From an optimization exercise on the open Yosys and OpenROAD flow, aimed at small area; shortcuts taken in it are not production practice.
Function was checked by simulation only, so behaviour that the tests miss may differ from the original.
Power figures rest on the tool's default switching activity, not on a simulated workload.

File: flow/config.mk
export PLATFORM = sky130hd
export DESIGN_NAME = txdma_top
export DESIGN_NICKNAME = txdma_top
export VERILOG_FILES = /design/flow/design.v
export SDC_FILE = /design/flow/constraint.sdc
export NUM_CORES = 4
export LEC_CHECK = 0
export CAP_MARGIN = 20
export CORE_MARGIN = 2
export CORE_UTILIZATION = 40
export SLEW_MARGIN = 20
File: flow/constraint.sdc
create_clock -name core_clock -period 6.0 [get_ports {clk}]
set_input_delay 1.2000 -clock core_clock [delete_from_list [all_inputs] [get_ports {clk}]]
set_output_delay 1.2000 -clock core_clock [all_outputs]
set_load 0.01 [all_outputs]
File: flow/design.v
package txdma_pkg;
    typedef struct packed {
        logic       underrun;            
        logic [3:0] retry_cnt;           
        logic       rl;                  
        logic       lc;                  
        logic       df;                  
        logic       cs;                  
    } tx_stat_t;
    typedef struct packed {
        logic [16-1:0] len;    
        logic       ready;               
        logic       irq;                 
        logic       wrap;                
        logic       pad;                 
        logic       crc;                 
        logic [1:0] rsvd;
        tx_stat_t   stat;
    } tx_desc_t;
    typedef struct packed {
        logic       first;               
        logic       last;                
        logic [1:0] valid_cnt;           
        logic [32-1:0] data;
    } fifo_word_t;
    typedef enum logic [2:0] {
        ST_IDLE, ST_FETCH, ST_READ, ST_DRAIN, ST_STAT, ST_WB
    } ctrl_state_t;
    typedef logic [$clog2(32+1)-1:0] fifo_lvl_t;
    function automatic logic stat_error(input logic [8:0] s);
        stat_error = s[8] | s[3] | s[2] | s[1] | s[0];     
    endfunction
endpackage
`timescale 1ns/1ps
module txdma_top
(
    input  logic        clk,
    input  logic        reset,
    input  logic        tx_en,
    input  logic [7-1:0] max_tx_bd,
    input  txdma_pkg::tx_desc_t    bd_desc,
    input  logic [31:0] bd_ptr,
    input  logic        bd_wait,
    output logic        bd_read,
    output logic        bd_write,
    output logic [7-1:0] bd_index,
    output txdma_pkg::tx_desc_t    bd_writedata,
    input  logic        av_waitrequest,
    input  logic [32-1:0] av_readdata,
    input  logic        av_readdatavalid,
    output logic        av_read,
    output logic [31:0] av_address,
    output logic [7:0]  tx_data,
    output logic        tx_dv,
    output logic        tx_sop,
    output logic        tx_eop,
    input  logic        tx_ack,
    input  txdma_pkg::tx_stat_t    tx_stat,
    input  logic        tx_stat_valid,
    input  logic        tx_retry,
    output logic        per_packet_pad,
    output logic        per_packet_crc,
    output logic        tx_underrun,
    output logic        txb_irq,
    output logic        txe_irq
);
    localparam int LW    = 16;
    localparam int CW    = 14;
    localparam int DEPTH = 32 - 5 + 2;   
    localparam int AW    = $clog2(DEPTH);
    localparam int THRESHOLD = 32 - 5;
    typedef enum logic [1:0] {TX_IDLE, TX_SEND, TX_WAIT} tx_state_t;
    txdma_pkg::ctrl_state_t state;
    logic [LW-1:0] d_len;
    logic       d_irq, d_wrap, d_pad, d_crc;
    logic [1:0] d_rsvd;
    logic [8:0] stat;
    logic       load;
    logic       fetch_ok, wb_done, stat_done;
    logic       reads_done, stat_ready;
    logic       st_idle, st_fetch, st_read, st_drain, st_stat, st_wb;
    assign st_idle  = (state == txdma_pkg::ST_IDLE);
    assign st_fetch = (state == txdma_pkg::ST_FETCH);
    assign st_read  = (state == txdma_pkg::ST_READ);
    assign st_drain = (state == txdma_pkg::ST_DRAIN);
    assign st_stat  = (state == txdma_pkg::ST_STAT);
    assign st_wb    = (state == txdma_pkg::ST_WB);
    assign fetch_ok = st_fetch & ~bd_wait & bd_desc.ready;
    assign wb_done  = st_wb & ~bd_wait;
    assign bd_read  = st_fetch;
    assign bd_write = st_wb;
    assign stat_done = wb_done | (st_stat & stat_ready & tx_retry);
    assign bd_writedata   = {d_len, 1'b0, d_irq, d_wrap, d_pad, d_crc, d_rsvd, stat};
    assign per_packet_pad = d_pad;
    assign per_packet_crc = d_crc;
    always_ff @(posedge clk or posedge reset) begin
        if (reset) begin
            state <= txdma_pkg::ST_IDLE;
        end else begin
            case (state)
                txdma_pkg::ST_IDLE:  if (tx_en & ~stat_ready) state <= txdma_pkg::ST_FETCH;
                txdma_pkg::ST_FETCH: if (~bd_wait) state <= bd_desc.ready ? txdma_pkg::ST_READ : txdma_pkg::ST_IDLE;
                txdma_pkg::ST_READ: begin
                    if (reads_done)      state <= txdma_pkg::ST_STAT;
                    else if (stat_ready) state <= txdma_pkg::ST_DRAIN;
                end
                txdma_pkg::ST_DRAIN: if (reads_done) state <= txdma_pkg::ST_STAT;
                txdma_pkg::ST_STAT:  if (stat_ready) state <= tx_retry ? txdma_pkg::ST_IDLE : txdma_pkg::ST_WB;
                txdma_pkg::ST_WB:    if (~bd_wait) state <= txdma_pkg::ST_IDLE;
                default:  state <= txdma_pkg::ST_IDLE;
            endcase
        end
    end
    always_ff @(posedge clk) begin
        if (fetch_ok) begin
            d_len  <= bd_desc.len;
            d_irq  <= bd_desc.irq;
            d_wrap <= bd_desc.wrap;
            d_pad  <= bd_desc.pad;
            d_crc  <= bd_desc.crc;
            d_rsvd <= bd_desc.rsvd;
        end
    end
    always_ff @(posedge clk or posedge reset) begin
        if (reset) begin
            bd_index <= '0;
            load     <= 1'b0;
            txb_irq  <= 1'b0;
            txe_irq  <= 1'b0;
        end else begin
            load    <= fetch_ok;
            txb_irq <= wb_done & d_irq & ~txdma_pkg::stat_error(stat);
            txe_irq <= wb_done & d_irq & txdma_pkg::stat_error(stat);
            if (wb_done) begin
                if (d_wrap | (bd_index == max_tx_bd)) bd_index <= '0;
                else                                  bd_index <= bd_index + 1'b1;
            end else if (st_idle & ~tx_en) begin
                bd_index <= '0;
            end
        end
    end
    logic [29:0]   addr;                         
    logic [1:0]    off;                          
    logic [CW-1:0] rem_rd;                       
    logic [AW-1:0] pending;                      
    logic [AW:0]   committed;
    logic          hold;
    logic          valid_rdata;
    logic          pre_read, issue, last_word;
    logic [AW-1:0] level;
    logic [LW-1:0] tg_bytes;
    assign tg_bytes  = bd_desc.len + LW'(bd_ptr[1:0]) + LW'(3);
    assign pre_read  = st_read & ~load & ~hold & (rem_rd != '0);
    assign issue     = pre_read & ~av_waitrequest;
    assign committed = (AW+1)'(level) + (AW+1)'(pending);
    assign av_address = {addr, 2'b00};
    assign last_word = (rem_rd == '0) & (pending == AW'(1));
    always_ff @(posedge clk or posedge reset) begin
        if (reset) begin
            av_read     <= 1'b0;
            pending     <= '0;
            hold        <= 1'b0;
            valid_rdata <= 1'b0;
        end else begin
            if (~av_waitrequest) av_read <= pre_read;
            valid_rdata <= av_readdatavalid;
            hold        <= committed > (AW+1)'(THRESHOLD);
            if (issue & ~valid_rdata)      pending <= pending + 1'b1;
            else if (~issue & valid_rdata) pending <= pending - 1'b1;
        end
    end
    always_ff @(posedge clk) begin
        if (fetch_ok) begin
            addr   <= bd_ptr[31:2];
            off    <= bd_ptr[1:0];
            rem_rd <= tg_bytes[LW-1:2];
        end else begin
            if (av_read & ~av_waitrequest) addr <= addr + 1'b1;
            if (issue) rem_rd <= rem_rd - 1'b1;
        end
    end
    assign reads_done = (valid_rdata & last_word) |
                        (st_drain & ~av_read & (pending == '0));
    logic [32-1:0] mem [0:DEPTH-1];
    logic [AW-1:0] wr_ptr;
    logic [AW-1:0] rd_ptr;
    logic          fifo_read;
    logic          fifo_empty;
    logic [32-1:0] head;
    logic          clear;
    assign clear      = st_idle;
    assign head       = mem[rd_ptr];
    assign fifo_empty = (level == '0);
    always_ff @(posedge clk) begin
        if (av_readdatavalid) mem[wr_ptr] <= av_readdata;
    end
    always_ff @(posedge clk or posedge reset) begin
        if (reset) begin
            wr_ptr <= '0;
            rd_ptr <= '0;
            level  <= '0;
        end else if (clear) begin
            wr_ptr <= '0;
            rd_ptr <= '0;
            level  <= '0;
        end else begin
            if (av_readdatavalid) wr_ptr <= (wr_ptr == AW'(DEPTH - 1)) ? '0 : wr_ptr + 1'b1;
            if (fifo_read)        rd_ptr <= (rd_ptr == AW'(DEPTH - 1)) ? '0 : rd_ptr + 1'b1;
            if (valid_rdata & ~fifo_read)      level <= level + 1'b1;
            else if (~valid_rdata & fifo_read) level <= level - 1'b1;
        end
    end
    logic popped;                                
    logic all_in;                                
    logic head_first, head_last;
    always_ff @(posedge clk) begin
        if (clear) begin
            popped <= 1'b0;
            all_in <= 1'b0;
        end else begin
            if (fifo_read) popped <= 1'b1;
            if (valid_rdata & last_word) all_in <= 1'b1;
        end
    end
    assign head_first = ~popped;
    assign head_last  = all_in & (level == AW'(1));
    tx_state_t  tx_state;
    logic [1:0] byte_idx;
    logic [1:0] valid_cnt;
    logic [1:0] sel;
    logic       last_byte, frame_end, start;
    always_comb begin
        case ({head_first, head_last})
            2'b11:   valid_cnt = d_len[1:0] - 2'd1;
            2'b10:   valid_cnt = 2'd3 - off;
            2'b01:   valid_cnt = d_len[1:0] + off - 2'd1;
            default: valid_cnt = 2'd3;
        endcase
    end
    assign sel       = byte_idx + (head_first ? off : 2'd0);
    assign start     = (level >= AW'(8)) | reads_done;
    assign last_byte = (byte_idx == valid_cnt);
    assign frame_end = tx_ack & ~fifo_empty & last_byte & head_last;
    assign tx_data     = head[sel*8 +: 8];
    assign tx_dv       = (tx_state == TX_SEND);
    assign tx_sop      = tx_dv & (byte_idx == 2'd0) & head_first;
    assign tx_eop      = tx_dv & last_byte & head_last;
    assign tx_underrun = tx_dv & tx_ack & fifo_empty;
    assign fifo_read = ~fifo_empty &
                       (((tx_state == TX_SEND) & last_byte & tx_ack) | (tx_state == TX_WAIT));
    always_ff @(posedge clk or posedge reset) begin
        if (reset) begin
            tx_state   <= TX_IDLE;
            byte_idx   <= 2'd0;
            stat_ready <= 1'b0;
        end else begin
            case (tx_state)
                TX_IDLE: begin
                    byte_idx <= 2'd0;
                    if (start) tx_state <= TX_SEND;
                end
                TX_SEND: begin
                    if (tx_ack & ~fifo_empty) byte_idx <= last_byte ? 2'd0 : byte_idx + 1'b1;
                    if (frame_end | tx_stat_valid) tx_state <= TX_WAIT;
                end
                TX_WAIT: if (stat_done) tx_state <= TX_IDLE;
                default: tx_state <= TX_IDLE;
            endcase
            if (stat_done)
                stat_ready <= 1'b0;
            else if (tx_stat_valid & (tx_state != TX_IDLE))
                stat_ready <= 1'b1;
        end
    end
    always_ff @(posedge clk) begin
        if (tx_stat_valid) stat <= tx_stat;
    end
endmodule
File: flow/run.sh
#!/bin/bash
# synth_recipe.tcl (not shown) runs the flow's synth.tcl, then flattens the netlist and writes it again
# the make line also repeats each setting of config.mk as NAME=value (left out here)
make -C /OpenROAD-flow-scripts/flow DESIGN_CONFIG=/design/flow/config.mk WORK_HOME=/design/flow/orfs CLKGATE_MAP_FILE= SYNTH_SCRIPT=/design/flow/synth_recipe.tcl finish
==> flow_summary.toml, run 1 <==
[route]
routed_wl_um = 105000
via_count = 22781
wire_per_inst_um = 25.8
detail_route.iter0.violations = 2337
drc_errors = 0
dr.pass1.iters = 6
ant_nets = 0
vias_per_cell = 5.59

[global_route]
grt_max_degree = 76
grt_overflow = 0
antenna_found_initial = 6
grtUsageTotal_pct = 19.1
grt_pass1_wl_um = 153000
grt_pass1_vias = 23014

[synthesis]
ys.flop_type = "edfxtp_1"
syn_inst = 2336
synth_area_um2 = 42800
yosys.cell_types.count = 67
synthXorXnorAreaFrac_pct = 1.55
synth_compound_area_share_pct = 5.15
netlist.area_leader.share_pct = 70.6
synth_area_leader_cell = "edfxtp_1"
synthSimpleGateAreaFrac_pct = 3.50
ys_ff_latch = 1048
ys_seq_area_share_pct = 73.1
yosys.area_share.adder_pct = 0.884
synth_edf_count = 1005
synthArstFlopShare_pct = 3.91
synthMuxAreaShare_pct = 14.0
yosys-top-cells-area = "edfxtp_1 (71%), mux4_2 (8.4%), mux2i_1 (4.7%)"
synth_top_family_by_area = "multiplexers"
yosysWarnings = 1
synth_area_per_cell_um2 = 18.3

[critical_path]
crit_path_end_kind = "output port"
worst_setup_path_start_kind = "register"
critical-path-top-delay-family = "compound AO/OA/AOI/OAI gates"
worstPathRequired_ns = 4.80
cp_cell_sequence = "buf_4, mux2i_1, a22oi_1, a31oi_1, o21ai_0, a22oi_1, nand2_1, clkdlybuf4s50_1"
regToRegSetupSlack_ns = 2.65
cpPeakStageDelay_ns = 1.00
cp.arrival_ns = 4.57
r2r_cells = 6
crit_path_top_delay_cell = "dfrtp_4"
crit_fanout = 47
reg2reg_to = "addr[9]$_DFFE_PP_"
critical_path_depth = 8
path_buf_inv = 2
path_common_cell = "a22oi_1"
rr_startpoint = "state[0]$_DFFE_PP0P_"
critPathKind = "register to output port"

[finish]
nNetsFinal = 2748
area_growth_pct = 17.0
drive_above_1_share_pct = 18.1
final_util_pct = 47.3
fin_cells = 4076
final_cell_mix = "edfxtp_1 (1005), mux2i_1 (199), clkdlybuf4s50_1 (188), mux4_2 (160), clkbuf_16 (107)"
final_common_cell = "edfxtp_1"

[power]
leakagePower_nw = 15.3
peakVddDrop_mv = 0.233
power_density_nw_per_um2 = 295
p_total_w = 0.0147

[timing]
rsz0062_at_grt = "no"
fin_crit_sh_pct = 96.2
relSlewSlack_pct = 23.6
tightest_slew_ns = 1.15
finalMaxSlewViolations = 0
max_freq_mhz = 173
finalHoldViolCount = 0
finalClockSkew_ns = 0.0426
min_period_ns = 5.77
setup_slack_ns = 0.229
setup_viol = 0
tns_ns = 0

[clocking]
ctsResizeCount = 0
htreeDepth = 3
cts_max_path_buffers = 3
cts_sinks = 1048
clockRootBuffer = "clkbuf_16"
clk_pin_slew_ns = 0.06
postCtsSetupBuffers = 0
holdBufCountCts = 0
cts_tree = "done"
numCtsBuffers = 106
clk_latency_ns = 0.72

[floorplan]
design.core.area_um2 = 106000
die_height_um = 331
initial_core_util_pct = 40.5
rows = 119
io_pins = 211
dieArea_um2 = 110000
die_w_um = 331

[place]
io_buffers = 198
gp_congestion = 0.817
post-place-ws_ns = 1.07
post-place-cells = 3881
dp_hpwl_um = 65200

[job]
maxCapViolCount = 0

[hold_path]
min_path_type = "register to register"
hold_end = "all_in$_SDFFE_PP0P_"
min_from = "all_in$_SDFFE_PP0P_"
min_path_cells = 2

[outcome]
outcome = "timing/DRC/antenna clean"
[sequential cells by signal, indices dropped and copies added, names as in the netlist, 3 cells and up]
name      cells
level         5
state         3
mem         928
pending       5
wr_ptr        5
bd_index      7
addr         30
stat          9
d_len        16
rd_ptr        5
rem_rd       14
[report_power, final]
| part | total (W) | leakage, nW | internal (W) | switching (W) |
|---|---|---|---|---|
| Sequential | 0.00809 | 9.58 | 0.00805 | 0.0000390 |
| Clock | 0.00630 | 1.62 | 0.00350 | 0.00280 |
| Combinational | 0.000349 | 4.12 | 0.000143 | 0.000206 |
| Total | 0.0147 | 15.3 | 0.0117 | 0.00304 |
[routing by layer]
| metal | up-vias | wire, um | GRT usage, % |
|---|---|---|---|
| li1 | 9982 | - | - |
| met4 | 4 | 2340 | 5.31 |
| met3 | 159 | 8150 | 4.62 |
| met1 | 11869 | 44500 | 26.1 |
| met5 | - | 19 | 0.217 |
| met2 | 767 | 50300 | 30.8 |
[worst max-delay path by stage]
stage	from	end	slack, ns
after floorplan	av_waitrequest	addr[0]$_DFFE_PP_	2.19
after global placement	rd_ptr[1]$_DFFE_PP0P_	tx_data[1]	1.10
after detailed placement	rd_ptr[1]$_DFFE_PP0P_	tx_data[4]	1.07
after CTS	rd_ptr[1]$_DFFE_PP0P_	tx_data[4]	0.32
after global routing	rd_ptr[1]$_DFFE_PP0P_	tx_data[2]	0.14
final	rd_ptr[1]$_DFFE_PP0P_	tx_data[2]	0.23
[cell usage after synthesis (11+ instances only)]
master and instances:
xnor2_1 41, buf_4 34, mux2_2 33, nand2_1 90
buf_2 40, nor3_1 11, inv_1 29, ha_1 27
edfxtp_1 1005, a31oi_1 35, mux4_2 160, a221oi_1 33
mux2i_1 199, and3_1 11, dfrtp_1 41, nor2_1 94
a21oi_1 34, a21boi_1 32, clkbuf_1 41, nand4_1 13
o21ai_0 67, nand2b_1 12, nor2b_1 11, nand3_1 28
a22oi_1 81, xor2_1 32
[per-stage QoR]
stage / area (um2) / hold WS [ns]
finish: 50000 / 0.447
global route: 50000 / 0.467
CTS: 50100 / 0.451
detailed placement: 46700 / 0.442
global placement: 46700 / 0.447
floorplan: 42800 / 0.426
[final cells by class]
| type | instances | area (um2) |
|---|---|---|
| Multi-Input combinational cell | 1135 | 11000 |
| Clock buffer | 129 | 2760 |
| Antenna cell | 1 | 2.50 |
| Tap cell | 1391 | 1740 |
| Sequential cell | 1048 | 31300 |
| Timing Repair Buffer | 278 | 2610 |
| Clock inverter | 65 | 558 |
| Fill cell | 8834 | 55700 |
| Inverter | 29 | 109 |
[worst register-to-register path, stage by stage, from the launching register on]
cell and delay (ns):
dfrtp_1 0.50, nor3b_1 0.61, nand3b_1 0.61, buf_4 0.45, inv_2 0.08, buf_4 0.54, o21ai_0 0.27
[cell families after synthesis]
group | count (synthesis)
AO/OA/AOI/OAI | 325
AND/OR/NAND/NOR | 311
flip-flops | 1048
other | 1
adder cells (fa/ha/maj) | 29
buffers and inverters | 155
multiplexers | 393
XOR/XNOR | 74
==> run 2, diff against run 1 <==
--- a/flow/design.v
+++ b/flow/design.v
@@ -185,3 +185,3 @@
     logic [AW-1:0] wr_ptr;
-    logic [AW-1:0] rd_ptr;
+    logic [DEPTH-1:0] rd_sel;                    
     logic          fifo_read;
@@ -191,6 +191,11 @@
     assign clear      = st_idle;
-    assign head       = mem[rd_ptr];
     assign fifo_empty = (level == '0);
-    always_ff @(posedge clk) begin
-        if (av_readdatavalid) mem[wr_ptr] <= av_readdata;
+    always_comb begin
+        head = '0;
+        for (int i = 0; i < DEPTH; i++)
+            head = head | ({32{rd_sel[i]}} & mem[i]);
+    end
+    always_ff @(posedge clk) begin
+        for (int i = 0; i < DEPTH; i++)
+            if (av_readdatavalid & (wr_ptr == AW'(i))) mem[i] <= av_readdata;
     end
@@ -199,3 +204,3 @@
             wr_ptr <= '0;
-            rd_ptr <= '0;
+            rd_sel <= DEPTH'(1);
             level  <= '0;
@@ -203,3 +208,3 @@
             wr_ptr <= '0;
-            rd_ptr <= '0;
+            rd_sel <= DEPTH'(1);
             level  <= '0;
@@ -207,3 +212,3 @@
             if (av_readdatavalid) wr_ptr <= (wr_ptr == AW'(DEPTH - 1)) ? '0 : wr_ptr + 1'b1;
-            if (fifo_read)        rd_ptr <= (rd_ptr == AW'(DEPTH - 1)) ? '0 : rd_ptr + 1'b1;
+            if (fifo_read)        rd_sel <= {rd_sel[DEPTH-2:0], rd_sel[DEPTH-1]};
             if (valid_rdata & ~fifo_read)      level <= level + 1'b1;
==> flow/flow/run.sh (new file) <==
#!/bin/bash
# The standard layout (standard.sh, unchanged synthesis and steps), with one
# difference: the port buffers that global placement inserts are plain
# sky130_fd_sc_hd__buf_1 cells instead of the tool's default pick.
# make's full output goes to standard.log; ORFS keeps per-step logs under orfs/logs.
set -o pipefail
export BUFFER_PORTS_ARGS="-buffer_cell sky130_fd_sc_hd__buf_1"
bash standard.sh > standard.log 2>&1
status=$?
tail -5 standard.log
exit $status
==> flow/standard.sh (new file) <==
#!/bin/bash
# synth_recipe.tcl (not shown) runs the flow's synth.tcl, then flattens the netlist and writes it again
# the make line also repeats each setting of config.mk as NAME=value (left out here)
make -C /OpenROAD-flow-scripts/flow DESIGN_CONFIG=/design/flow/config.mk WORK_HOME=/design/flow/orfs CLKGATE_MAP_FILE= SYNTH_SCRIPT=/design/flow/synth_recipe.tcl "${@:-finish}"
--- a/flow/config.mk
+++ b/flow/config.mk
@@ -9,3 +9,6 @@
 export CORE_MARGIN = 2
-export CORE_UTILIZATION = 40
+export CORE_UTILIZATION = 60
+export CTS_BUF_LIST = sky130_fd_sc_hd__clkbuf_16
+export CTS_CLUSTER_DIAMETER = 80
+export CTS_CLUSTER_SIZE = 25
 export SLEW_MARGIN = 20
removed: flow/run.sh
==> run 2 against run 1 <==
Still clean on timing, DRC and antenna. Power about the same. Synthesized cell count up 4.2%. First-iteration DRC count up 54%. Final area down 11%. Sequential power up 9.6%. Non-clock buffer count up 10. Worst hold slack better by 0.019 ns. Largest cell class unchanged.
==> flow_summary.toml, run 2 <==
[outcome]
outcome = "timing/DRC/antenna clean"

[power]
power_frac_clock_pct = 25.7
internal_power_w = 0.0108
leakagePower_nw = 14.2
power_density_nw_per_um2 = 332
peakVddDrop_mv = 0.311
seq_power_share_pct = 60.2
comb_power_share_pct = 14.1
p_sw_share_pct = 26.7
p_sw_w = 0.00393

[floorplan]
die_height_um = 265
design.core.area_um2 = 67300
initial_core_util_pct = 60.8
rows = 95
io_pins = 211
die_w_um = 265
dieArea_um2 = 70300

[timing]
finalClockSkew_ns = 0.0199
rsz0062_at_grt = "no"
setup_slack_ns = 0.957
tightest_slew_ns = 1.21
min_period_ns = 5.04
tns_ns = 0
timing.hold.ws_ns = 0.465
max_freq_mhz = 198
relSlewSlack_pct = 18.8
setup_viol = 0
finalMaxSlewViolations = 0
fin_crit_sh_pct = 84.0
finalHoldViolCount = 0

[global_route]
grt_pass1_vias = 23865
grtUsageTotal_pct = 35.9
grt_overflow = 0
grt_pass1_wl_um = 176000
grt_max_degree = 61
antenna_found_initial = 6

[synthesis]
yosys-top-cells-area = "edfxtp_1 (74%), dfrtp_1 (3.9%), a221oi_1 (3.8%)"
synth_commonest_cells = "edfxtp_1 (1005), a221oi_1 (176), a22o_1 (161)"
synth_area_per_cell_um2 = 16.8
synth_area_leader_cell = "edfxtp_1"
ys_ff_latch = 1072
yosysWarnings = 2
synth_edf_count = 1005
synth_area_um2 = 40900
ys_seq_area_share_pct = 77.9
yosys.cell_types.count = 65
netlist.area_leader.share_pct = 73.8
syn_inst = 2435
synth.most_common_cell = "edfxtp_1"
ys.flop_type = "edfxtp_1"
synthArstFlopShare_pct = 6.06

[finish]
area_growth_pct = 8.71
final_common_cell = "edfxtp_1"
nNetsFinal = 2768
drive_above_1_share_pct = 9.24
final_cell_mix = "edfxtp_1 (1005), buf_1 (181), a221oi_1 (176), a22o_1 (161), a22oi_1 (113)"
largest_reg_flops = 928
stdcell_area_um2 = 44500
regMostFlops = "mem"
reg_top3 = "mem x928, addr x30, rd_sel x29"

[route]
vias_per_cell = 7.14
drc_errors = 0
ant_nets = 0
wirelength_met1_um = 46500
routed_wl_um = 125000
top_layer = "met5"
wl_met2_um = 59700
dr.pass1.iters = 5
met3_length_um = 14900
wire_per_inst_um = 35.8
detail_route.iter0.violations = 3605
via_count = 25030

[critical_path]
crit_path_top_delay_cell = "ha_2"
worstPathRequired_ns = 4.80
crit_path_end_kind = "output port"
cpPeakStageDelay_ns = 0.87
crit_fanout = 15
cp.arrival_ns = 3.84
worst_setup_path_start_kind = "register"
cp_cell_sequence = "nor2b_1, ha_2, buf_4, nand3_1, a221oi_1, nand4_1, o21ai_0, o22ai_1, buf_1"
critPathKind = "register to output port"

[clocking]
holdBufCountCts = 0
numCtsBuffers = 50
cts_tree = "done"
clockRootBuffer = "clkbuf_16"
clk_latency_ns = 0.64
cts_sinks = 1072
postCtsSetupBuffers = 0
cts_max_path_buffers = 3
htreeDepth = 2
ctsResizeCount = 0
clk_pin_slew_ns = 0.09

[place]
io_buffers = 198
gp_congestion = 0.843
post-place-ws_ns = 1.64
dp_hpwl_um = 71200
placed_area_um2 = 43000

[hold_path]
min_path_type = "input pin to async pin"

[job]
maxCapViolCount = 0
==> run 2: cell types whose count changed after synthesis, sizes merged, moves of 32 or more <==
cell    change
nand3      +48
a221oi    +143
mux2i     -165
clkbuf     +82
a22oi      +32
nand4      +52
a31oi      -33
buf        -50
a22o      +159
mux4      -160
==> run 2: cell type report <==
cell class	instances	area, um2
sequential	1072	31900
fill	4737	22800
multi-input combinational	1178	8520
timing repair buffer	288	1470
clock buffer	51	1280
tap	873	1090
inverter	29	109
clock inverter	13	93.8
antenna	4	10.0
==> run 2: path summary, 6_finish.rpt <==
path                                      from                      to  slack [ns]  cells past startpoint
max                        popped$_SDFFE_PP0P_              tx_data[2]        0.96                      9
min                                      reset       txb_irq$_DFF_PP0_        0.47                      2
max reg2reg                rem_rd[3]$_DFFE_PP_  pending[4]$_DFFE_PP0P_        2.78                      7
min reg2reg                  stat[3]$_DFFE_PP_       txb_irq$_DFF_PP0_        0.47                      1
max in group asynchronous                reset  rd_sel[18]$_DFFE_PP0P_        4.42                      3
min in group core_clock      stat[3]$_DFFE_PP_       txb_irq$_DFF_PP0_        0.47                      1
==> run 2: per-layer routing <==
| layer | up-vias | GRT usage, % |
|---|---|---|
| met5 | - | 0 |
| met4 | 4 | 11.6 |
| met3 | 258 | 6.25 |
| met2 | 1678 | 57.6 |
| met1 | 12882 | 50.8 |
| li1 | 10208 | - |
==> run 2: power groups by stage <==
stage               Sequential (W)  Clock, W  Combinational, W
floorplan                  0.00891         0           0.00126
global placement           0.00902         0           0.00200
detailed placement         0.00904         0           0.00204
CTS                        0.00886   0.00381           0.00205
global route               0.00890   0.00404           0.00223
finish                     0.00887   0.00379           0.00207
==> run 2: kinds of logic (layout without fill, tap and decap cells) <==
logic type | Yosys count | count (layout) | synth area share [%]
compound gates | 594 | 594 | 11.3
xor+xnor | 72 | 72 | 1.61
fa+ha+maj | 28 | 28 | 0.893
buf+inv | 187 | 381 | 1.87
flops | 1072 | 1072 | 77.9
mux | 38 | 38 | 0.939
other cells | 1 | 7 | 0.00917
simple gates | 443 | 443 | 5.50
==> run 2: critical path: cells and delay by family (launching register included) <==
family	cells	cell delay, ns
adder cells (fa/ha/maj)	1	0.87
AO/OA/AOI/OAI	3	1.04
buffers and inverters	2	0.50
AND/OR/NAND/NOR	3	0.29
flip-flops	1	0.49
==> run 2: stage by stage <==
step	instances	util, %	total power, W
global route	3507	66.1	0.0152
detailed placement	3436	63.9	0.0111
global placement	3436	63.9	0.0110
finish	3508	66.1	0.0147
CTS	3500	66.0	0.0147
floorplan	2437	-	0.0102
==> run 3, diff against run 2 <==
==> flow/flow/run.sh (replaced) <==
#!/bin/bash
# The standard layout (standard.sh: unchanged synthesis and steps), with two
# differences:
#  - the port buffers that global placement inserts are plain
#    sky130_fd_sc_hd__buf_1 cells instead of the tool's default pick;
#  - clock tree synthesis gets the same arguments as the standard flow builds
#    from config.mk, plus -dont_use_dummy_load (no unloaded balancing cells).
# make's full output goes to standard.log; ORFS keeps per-step logs under orfs/logs.
set -o pipefail
export BUFFER_PORTS_ARGS="-buffer_cell sky130_fd_sc_hd__buf_1"
export CTS_ARGS="-sink_clustering_enable -repair_clock_nets -sink_clustering_size 25 -sink_clustering_max_diameter 80 -buf_list sky130_fd_sc_hd__clkbuf_16 -dont_use_dummy_load"
bash standard.sh > standard.log 2>&1
status=$?
tail -5 standard.log
exit $status
--- a/flow/config.mk
+++ b/flow/config.mk
@@ -7,3 +7,3 @@
 export LEC_CHECK = 0
-export CAP_MARGIN = 20
+export CAP_MARGIN = 0
 export CORE_MARGIN = 2
@@ -13,2 +13,2 @@
 export CTS_CLUSTER_SIZE = 25
-export SLEW_MARGIN = 20
+export SLEW_MARGIN = 0
==> run 3 against run 2 <==
Maximum frequency up 0.65%. Combinational power hardly changed. Sequential share of layout area grew 0.31 points. Flip-flop and latch count stayed put. Worst hold slack improved by 0.0035 ns. Clock-buffer cell count down 1. Worst setup slack better by 0.033 ns. Sequential power is essentially flat. Non-clock buffer count decreased by 4. Utilization fell by 0.29 points. Register-to-register slack hardly changed. Routed wire length about the same. Critical path type unchanged. Critical endpoint unchanged. Largest cell class unchanged. Largest power group unchanged. Highest routed layer unchanged.
==> flow_summary.toml, run 3 <==
[outcome]
outcome = "timing/DRC/antenna clean"

[clocking]
cts_max_path_buffers = 3
holdBufCountCts = 0
clockRootBuffer = "clkbuf_16"
cts_tree = "done"
ctsResizeCount = 0
clk_pin_slew_ns = 0.08
postCtsSetupBuffers = 0
htreeDepth = 2
cts_sinks = 1072
numCtsBuffers = 50
clk_latency_ns = 0.65

[route]
dr.pass1.iters = 6
vias_per_cell = 7.16
routed_wl_um = 125000
drc_errors = 0
via_count = 24991
ant_nets = 0
wire_per_inst_um = 35.9
detail_route.iter0.violations = 3622

[critical_path]
cp_cell_sequence = "nor2b_1, ha_2, buf_4, nand3_1, a221oi_1, nand4_1, o21ai_0, o22ai_1, buf_1"
worst_setup_path_start_kind = "register"
regToRegSetupSlack_ns = 2.79
crit_path_end_kind = "output port"
cp.arrival_ns = 3.81
crit_fanout = 15
cpPeakStageDelay_ns = 0.87
crit_path_top_delay_cell = "ha_2"
worstPathRequired_ns = 4.80
path_buf_inv = 2
critPathKind = "register to output port"
critical-path-top-delay-family = "compound AO/OA/AOI/OAI gates"

[timing]
tns_ns = 0
rsz0062_at_grt = "no"
finalMaxSlewViolations = 0
setup_viol = 0
finalHoldViolCount = 0
tightest_slew_ns = 1.21
min_period_ns = 5.01
fin_crit_sh_pct = 83.5
finalClockSkew_ns = 0.0483
max_freq_mhz = 200
relSlewSlack_pct = 19.0

[synthesis]
synthArstFlopShare_pct = 6.06
synth.most_common_cell = "edfxtp_1"
syn_inst = 2435
synth_area_leader_cell = "edfxtp_1"
ys_ff_latch = 1072
ys_seq_area_share_pct = 77.9
synth_area_per_cell_um2 = 16.8
synth_commonest_cells = "edfxtp_1 (1005), a221oi_1 (176), a22o_1 (161)"
yosysWarnings = 2
synth_edf_count = 1005
synth_area_um2 = 40900
netlist.area_leader.share_pct = 73.8
yosys.cell_types.count = 65
yosys-top-cells-area = "edfxtp_1 (74%), dfrtp_1 (3.9%), a221oi_1 (3.8%)"
ys.flop_type = "edfxtp_1"

[hold_path]
min_path_type = "register to register"

[floorplan]
dieArea_um2 = 70300
design.core.area_um2 = 67300
die_height_um = 265
io_pins = 211
rows = 95
die_w_um = 265
initial_core_util_pct = 60.8

[finish]
stdcell_area_um2 = 44300
nNetsFinal = 2764
multiInputGateArea_um2 = 8520
regMostFlops = "mem"
drive_above_1_share_pct = 8.19
final_cell_mix = "edfxtp_1 (1005), buf_1 (198), a221oi_1 (176), a22o_1 (161), a22oi_1 (113)"
area_growth_pct = 8.24
reg_top3 = "mem x928, addr x30, rd_sel x29"
final_common_cell = "edfxtp_1"
seq_area_um2 = 31900
largest_reg_flops = 928
nFillCells = 4765

[place]
dp_hpwl_um = 71200
io_buffers = 198
placed_area_um2 = 43000
gp_congestion = 0.843

[global_route]
grt_pass1_wl_um = 175000
grt_max_degree = 61
grt.met2_usage_pct = 57.4
grtUsageTotal_pct = 35.8
gr-usage-met1_pct = 50.8
antenna_found_initial = 5
grt_pass1_vias = 23786
use_met3_pct = 6.27
grt_overflow = 0
globalRoute.busiestLayer = "met2"

[power]
power_density_nw_per_um2 = 330
peakVddDrop_mv = 0.315
leakagePower_nw = 14.0

[job]
maxCapViolCount = 0
==> run 3: area by class of cell <==
| type | count | area share, % |
|---|---|---|
| Multi-Input combinational cell | 1178 | 19.2 |
| Clock buffer | 50 | 2.83 |
| Inverter | 29 | 0.246 |
| Sequential cell | 1072 | 72.0 |
| Tap cell | 873 | 2.47 |
| Timing Repair Buffer | 284 | 3.17 |
| Antenna cell | 4 | 0.0226 |
==> run 3: where the power goes <==
part	internal, W	switching [W]
sequential	0.00856	0.000311
combinational	0.000687	0.00137
clock	0.00149	0.00217
total	0.0107	0.00385
==> run 3: kinds of logic (layout without fill, tap and decap cells) <==
family / Yosys count / count (layout) / share of synthesized area, %
AND/OR/NAND/NOR: 443 / 443 / 5.50
AO/OA/AOI/OAI: 594 / 594 / 11.3
other: 1 / 7 / 0.00917
XOR/XNOR: 72 / 72 / 1.61
flip-flops: 1072 / 1072 / 77.9
adder cells (fa/ha/maj): 28 / 28 / 0.893
multiplexers: 38 / 38 / 0.939
buffers and inverters: 187 / 363 / 1.87
==> run 3: per-layer routing <==
metal | vias up | wire length (um)
met5 | - | 132
met4 | 8 | 4420
met3 | 264 | 14600
met2 | 1566 | 59400
met1 | 12965 | 46800
li1 | 10188 | -
==> run 3: worst paths after layout <==
| kind | startpoint | endpoint | cells past startpoint |
|---|---|---|---|
| worst max-delay path | popped$_SDFFE_PP0P_ | tx_data[2] | 9 |
| worst min-delay path | stat[3]$_DFFE_PP_ | txb_irq$_DFF_PP0_ | 1 |
| worst max register to register | rem_rd[3]$_DFFE_PP_ | pending[4]$_DFFE_PP0P_ | 7 |
| worst min register to register | stat[3]$_DFFE_PP_ | txb_irq$_DFF_PP0_ | 1 |
| max in group asynchronous | reset | rd_sel[17]$_DFFE_PP0P_ | 3 |
| min in group asynchronous | reset | txb_irq$_DFF_PP0_ | 2 |
==> run 3: worst reg2reg max path: stages, from the launching register on <==
cell	delay, ns
edfxtp_1	0.43
or3_1	0.47
nor4_2	0.60
a21oi_1	0.31
ha_1	0.34
or4b_2	0.62
a21oi_1	0.21
xor2_1	0.16
==> run 3: per-stage QoR <==
step | util [%] | power (W) | setup slack [ns] | hold slack [ns] | instances
final | 65.8 | 0.0146 | 0.990 | 0.469 | 3490
after global routing | 65.8 | 0.0150 | 0.886 | 0.480 | 3488
after CTS | 65.8 | 0.0146 | 0.961 | 0.463 | 3486
after detailed placement | 63.9 | 0.0111 | 1.64 | 0.452 | 3436
after global placement | 63.9 | 0.0110 | 1.61 | 0.450 | 3436
after floorplan | - | 0.0102 | 1.49 | 0.461 | 2437

[re-timing with driven ports]
The results above use ideal ports. As a check the final layouts listed here were re-extracted and re-timed, cells and wires unchanged.
Step 1 (the two cells are an assumption about what drives the block):
set clk [get_ports {clk}]
set_driving_cell -lib_cell sky130_fd_sc_hd__clkbuf_16 $clk
set_driving_cell -lib_cell sky130_fd_sc_hd__buf_2 [delete_from_list [all_inputs] $clk]
Step 2 moves the port delays by t, midway between the first and last clock arrival at a register: inputs arrive t later, outputs are due t later. That takes back most of the time a late clock gives input paths.
Slacks: ideal ports / drivers / drivers and shift; pairs: ideal ports / drivers.
run	t, ns	setup slack, ns	worst hold slack (ns)	worst setup path at the end	pins driven straight from the clock port
run 1	0.763	0.229 / 0.162 / 0.925	0.447 / 0.447 / 0.447	register to output	1
run 2	0.706	0.957 / 0.885 / 1.592	0.465 / 0.420 / 0.471	register to output	1
run 3	0.698	0.990 / 0.917 / 1.615	0.469 / 0.439 / 0.469	register to output	1
After both steps setup and hold are still met in every run listed.
